This design comes from an exercise in tuning for small area, a short achievable clock period and few clock cycles on the open sky130 flow, not from production work.
Where RTL was checked, it was by simulation tests only, not by an equivalence proof against the original.

Setup of rev 12:
==> flow/design.v (excerpt) <==
module ast_tensor_stream_sv #(
   parameter int DATAWIDTH = 14,
   parameter int SIZE      = 4,
   parameter int ACCWIDTH  = 2*DATAWIDTH+$clog2(SIZE)
) (
   input  logic                   clk,
   input  logic                   reset_n,
   input  logic                   cfg_valid,
   input  logic [$clog2(SIZE):0]  cfg_q,
   input  logic [$clog2(SIZE):0]  cfg_r,
   input  logic [$clog2(SIZE):0]  cfg_k,
   input  logic                   in_valid,
   output logic                   in_ready,
   input  logic                   in_set,
   input  logic [DATAWIDTH-1:0]   in_data,
   input  logic                   start,
   input  logic                   keep_b,
   input  logic                   relu,
   output logic                   out_valid,
   input  logic                   out_ready,
   output logic [DATAWIDTH-1:0]   out_data,
   output logic                   out_last,
   output logic                   busy,
   output logic                   done,
   output logic                   err
);
   localparam int unsigned CW = $clog2(SIZE) + 1;
   localparam int unsigned NW = 2 * CW;
   logic [CW-1:0] q_r, r_r, k_r;
   logic [NW-1:0] a_cnt, b_cnt, a_need, b_need;
   logic          keep_r;
   logic          a_room, b_room;      
   logic          dims_ok, start_ok, accept, go, fin;
   logic [1:0]    ai, ar;              
   assign start_ok = !cfg_valid && dims_ok && (a_cnt == a_need) && (b_cnt == b_need);
   assign in_ready = in_set ? b_room : a_room;
   assign accept   = in_valid && in_ready && !cfg_valid;
   assign go       = !busy && start && start_ok;
   assign fin      = out_valid && out_ready && out_last;
   logic [CW-1:0] q_n, r_n, k_n;
   logic [NW-1:0] a_cnt_n, b_cnt_n;
   logic          busy_n;
   always_comb begin
      q_n = q_r; r_n = r_r; k_n = k_r;
      a_cnt_n = a_cnt; b_cnt_n = b_cnt;
      busy_n = busy;
      if (!busy) begin
         if (cfg_valid) begin
            q_n = cfg_q; r_n = cfg_r; k_n = cfg_k;
            a_cnt_n = '0;
            if (!keep_r) b_cnt_n = '0;
         end else if (accept) begin
            if (in_set) b_cnt_n = b_cnt + NW'(1);
            else        a_cnt_n = a_cnt + NW'(1);
         end
         if (go) busy_n = 1'b1;
      end else if (fin) begin
         busy_n  = 1'b0;
         a_cnt_n = '0;
         if (!keep_r) b_cnt_n = '0;
      end
   end
  ...
Size in the first run: ~52 I/O pins.
export LEC_CHECK = 0
export ABC_CLOCK_PERIOD_IN_PS = 5000
export CAP_MARGIN = 20
export CORE_MARGIN = 2
export CORE_UTILIZATION = 50
export CTS_CLUSTER_DIAMETER = 80
export CTS_CLUSTER_SIZE = 24
export PLACE_DENSITY = 0.75
export SLEW_MARGIN = 20
create_clock -name core_clock -period 10.0 [get_ports {clk}]
standard.sh (not shown) runs the stock make flow with config.mk's settings and CLKGATE_MAP_FILE= SYNTH_SCRIPT=/design/flow/synth_recipe.tcl, a recipe that flattens the netlist after the stock synthesis.
==> flow/flow/run.sh <==
#!/bin/bash
# Standard layout, with timing repair aiming further below the clock period.
set -e
export SETUP_SLACK_MARGIN=5.6
bash standard.sh > standard.log 2>&1
Here is what was changed in the inputs of rev 13 compared with rev 12.
--- a/flow/design.v
+++ b/flow/design.v
@@ -23,24 +23,28 @@
    output logic                   busy,
    output logic                   done,
    output logic                   err
 );
    localparam int unsigned CW = $clog2(SIZE) + 1;
    localparam int unsigned NW = 2 * CW;
    logic [CW-1:0] q_r, r_r, k_r;
    logic [NW-1:0] a_cnt, b_cnt, a_need, b_need;
    logic          keep_r;
    logic          a_room, b_room;      
    logic          dims_ok, start_ok, accept, go, fin;
    logic [1:0]    ai, ar;              
+   assign a_need   = NW'(q_r) * NW'(r_r);
+   assign b_need   = NW'(r_r) * NW'(k_r);
+   assign dims_ok  = (q_r != '0) && (r_r != '0) && (k_r != '0) &&
+                     (q_r <= CW'(SIZE)) && (r_r <= CW'(SIZE)) && (k_r <= CW'(SIZE));
    assign start_ok = !cfg_valid && dims_ok && (a_cnt == a_need) && (b_cnt == b_need);
    assign in_ready = in_set ? b_room : a_room;
    assign accept   = in_valid && in_ready && !cfg_valid;
    assign go       = !busy && start && start_ok;
    assign fin      = out_valid && out_ready && out_last;
    logic [CW-1:0] q_n, r_n, k_n;
    logic [NW-1:0] a_cnt_n, b_cnt_n;
    logic          busy_n;
    always_comb begin
       q_n = q_r; r_n = r_r; k_n = k_r;
       a_cnt_n = a_cnt; b_cnt_n = b_cnt;
       busy_n = busy;
@@ -78,45 +82,36 @@
          a_room_n = in_set ? a_room : a_more;
          b_room_n = in_set ? b_more : b_room;
       end else begin
          a_room_n = a_room;
          b_room_n = b_room;
       end
    end
    always_ff @(posedge clk or negedge reset_n) begin
       if (!reset_n) begin
          q_r    <= '0;
          r_r    <= '0;
          k_r    <= '0;
-         a_need <= '0;
-         b_need <= '0;
-         dims_ok <= 1'b0;
          a_cnt  <= '0;
          b_cnt  <= '0;
          keep_r <= 1'b0;
          busy   <= 1'b0;
          done   <= 1'b0;
          err    <= 1'b0;
          a_room <= 1'b0;
          b_room <= 1'b0;
       end else begin
          q_r    <= q_n;
          r_r    <= r_n;
          k_r    <= k_n;
-         if (!busy && cfg_valid) begin
-            a_need  <= NW'(cfg_q) * NW'(cfg_r);
-            b_need  <= NW'(cfg_r) * NW'(cfg_k);
-            dims_ok <= (cfg_q != '0) && (cfg_r != '0) && (cfg_k != '0) &&
-                       (cfg_q <= CW'(SIZE)) && (cfg_r <= CW'(SIZE)) && (cfg_k <= CW'(SIZE));
-         end
          a_cnt  <= a_cnt_n;
          b_cnt  <= b_cnt_n;
          busy   <= busy_n;
          done   <= busy && fin;
          err    <= !busy && start && !start_ok;
          if (go) keep_r <= keep_b;
          a_room <= a_room_n;
          b_room <= b_room_n;
       end
    end
    always_ff @(posedge clk) begin
       if (!busy && cfg_valid || busy && fin) begin
@@ -291,25 +286,25 @@
    logic [DATAWIDTH-1:0] ta [4];
    logic [6:0]           bn [4];
    logic [6:0]           b1 [4];
    logic [6:0]           b2 [4];
    always_ff @(posedge clk) begin
       for (int r = 0; r < 4; r++) begin
          ta[r] <= op_a[r];
          for (int k = 0; k < 7; k++) begin
             logic x2, x1, x0;
             x2 = op_b[r][2*k+1];
             x1 = op_b[r][2*k];
             x0 = (k == 0) ? 1'b0 : op_b[r][2*k-1];
-            bn[r][k] <= x2 && !(x1 && x0) && (CW'(r) < r_r);
+            bn[r][k] <= x2 && !(x1 && x0);
             b1[r][k] <= x1 ^ x0;
             b2[r][k] <= (x2 && !x1 && !x0) || (!x2 && x1 && x0);
          end
       end
    end
    logic [29:0] cs [3];
    logic tp1, tp2, tp3, tp4, tp5, tp6, tp7, tp8, tp9, tp10, tp11, tp12;
    logic tp13, tp14, tp15, tp16, tp17, tp18, tp19, tp20, tp21, tp22, tp23, tp24;
    logic tp25, tp26, tp27, tp28, tp29, tp30, tp31, tp32, tp33, tp34, tp35, tp36;
    logic tp37, tp38, tp39, tp40, tp41, tp42, tp43, tp44, tp45, tp46, tp47, tp48;
    logic tp49, tp50, tp51, tp52, tp53, tp54, tp55, tp56, tp57, tp58, tp59, tp60;
    logic tp61, tp62, tp63, tp64, tp65, tp66, tp67, tp68, tp69, tp70, tp71, tp72;
@@ -1700,39 +1695,31 @@
    assign cs[0][29] = 1'b1;
    assign cs[1][29] = 1'b0;
    assign cs[2][29] = 1'b0;
    logic [29:0] ps [3];
    always_ff @(posedge clk) begin
       for (int r = 0; r < 3; r++) ps[r] <= cs[r];
    end
    logic signed [29:0] psum;
    always_comb begin
       psum = ps[0];
       for (int r = 1; r < 3; r++) psum = psum + ps[r];
    end
-   logic                 ovf, zero;
-   logic [DATAWIDTH-1:0] o_raw;
-   logic                 o_ovf, o_neg, o_zero;
+   logic [DATAWIDTH-1:0] res;
    always_comb begin
-      ovf  = psum[29:13] != {17{psum[29]}};
-      zero = 1'b0;
-      zero = relu && (ovf ? psum[29] : psum[13]);
+      if (psum[29:13] != {17{psum[29]}})
+         res = psum[29] ? 14'h2000 : 14'h1fff;
+      else
+         res = psum[13:0];
+      if (relu && res[DATAWIDTH-1]) res = '0;
    end
    always_ff @(posedge clk or negedge reset_n) begin
       if (!reset_n) out_valid <= 1'b0;
       else if (!stall) out_valid <= load;
    end
    always_ff @(posedge clk) begin
       if (!stall) begin
-         o_raw    <= psum[13:0];
-         o_ovf    <= ovf;
-         o_neg    <= psum[29];
-         o_zero   <= zero;
+         out_data <= res;
          out_last <= (CW'(ci) == q_r - CW'(1)) && (CW'(cj) == k_r - CW'(1));
       end
    end
-   always_comb begin
-      if (o_zero)     out_data = '0;
-      else if (o_ovf) out_data = o_neg ? 14'h2000 : 14'h1fff;
-      else            out_data = o_raw;
-   end
 endmodule
Findings:
- Rev 12: full flow OK, the timing, DRC and antenna checks passed
- Rev 13: done, clean on timing, DRC and antenna
- Compared with rev 12, full die area in rev 13 decreased slightly.
- The run showing the greater final cell count is rev 13.
- Of rev 13 and rev 12, rev 12 shows the higher first-pass GRT wire length, with rev 13 below it.
- Cell area after synthesis: higher on rev 12
- Rev 13 gives less via count of the first global-routing pass than rev 12 did.
- [rev 13] setup slack rose 0.12 ns relative to rev 12
- The non-clock buffer instance count of the final layout in rev 13 is 1.3 times that in rev 12.
- Between rev 13 and rev 12, the met1 wire length is lower for rev 13.
- Cmp rev 13 and rev 12 / final cycle utilization of the critical path / higher: rev 12
- The layout overhead on the synthesized area reported for rev 13 is greater than that of rev 12 by 0.87 points.
- Share of the final layout cell area in multi-input gates on rev 13 is up relative to rev 12.
- Compared with rev 12, maximum clock rate in rev 13 increased by a few percent.
- From rev 12 to rev 13 the numbers moved as follows: post-detailed-routing wire length went down; final-stage net count increased about 0.9%.
Testbench counts of rev 13, summed over its fixed seeds: cycles 15,315.
The RTL of rev 12 was laid out without a check of its function.

[static timing again, ports no longer ideal]
The flow's constraints put no driver on any port. The routed layouts listed below were extracted and timed again, unchanged, in two steps. Step 1, drivers: a clkbuf_16 drives clk and a buf_2 each remaining input, both assumed. Step 2, shift: input delay + t, output delay - t, t = (earliest + latest rising clock arrival at the registers) / 2. This alone moves slack from input paths to output paths. Slacks: no drivers / after step 1 / after step 2; pairs: no drivers / after step 1.
run	t (ns)	setup WS [ns]	worst setup path after step 2	cell pins on the clock port's net
rev 12	0.718	5.471 / 5.424 / 5.098	input to register	1
rev 13	0.714	5.591 / 5.531 / 5.022	input to register	1
After both steps every run listed still meets setup and hold. For rev 13, which loses most, drivers alone change the setup slack by -0.060 ns; drivers and shift together by -0.569 ns.
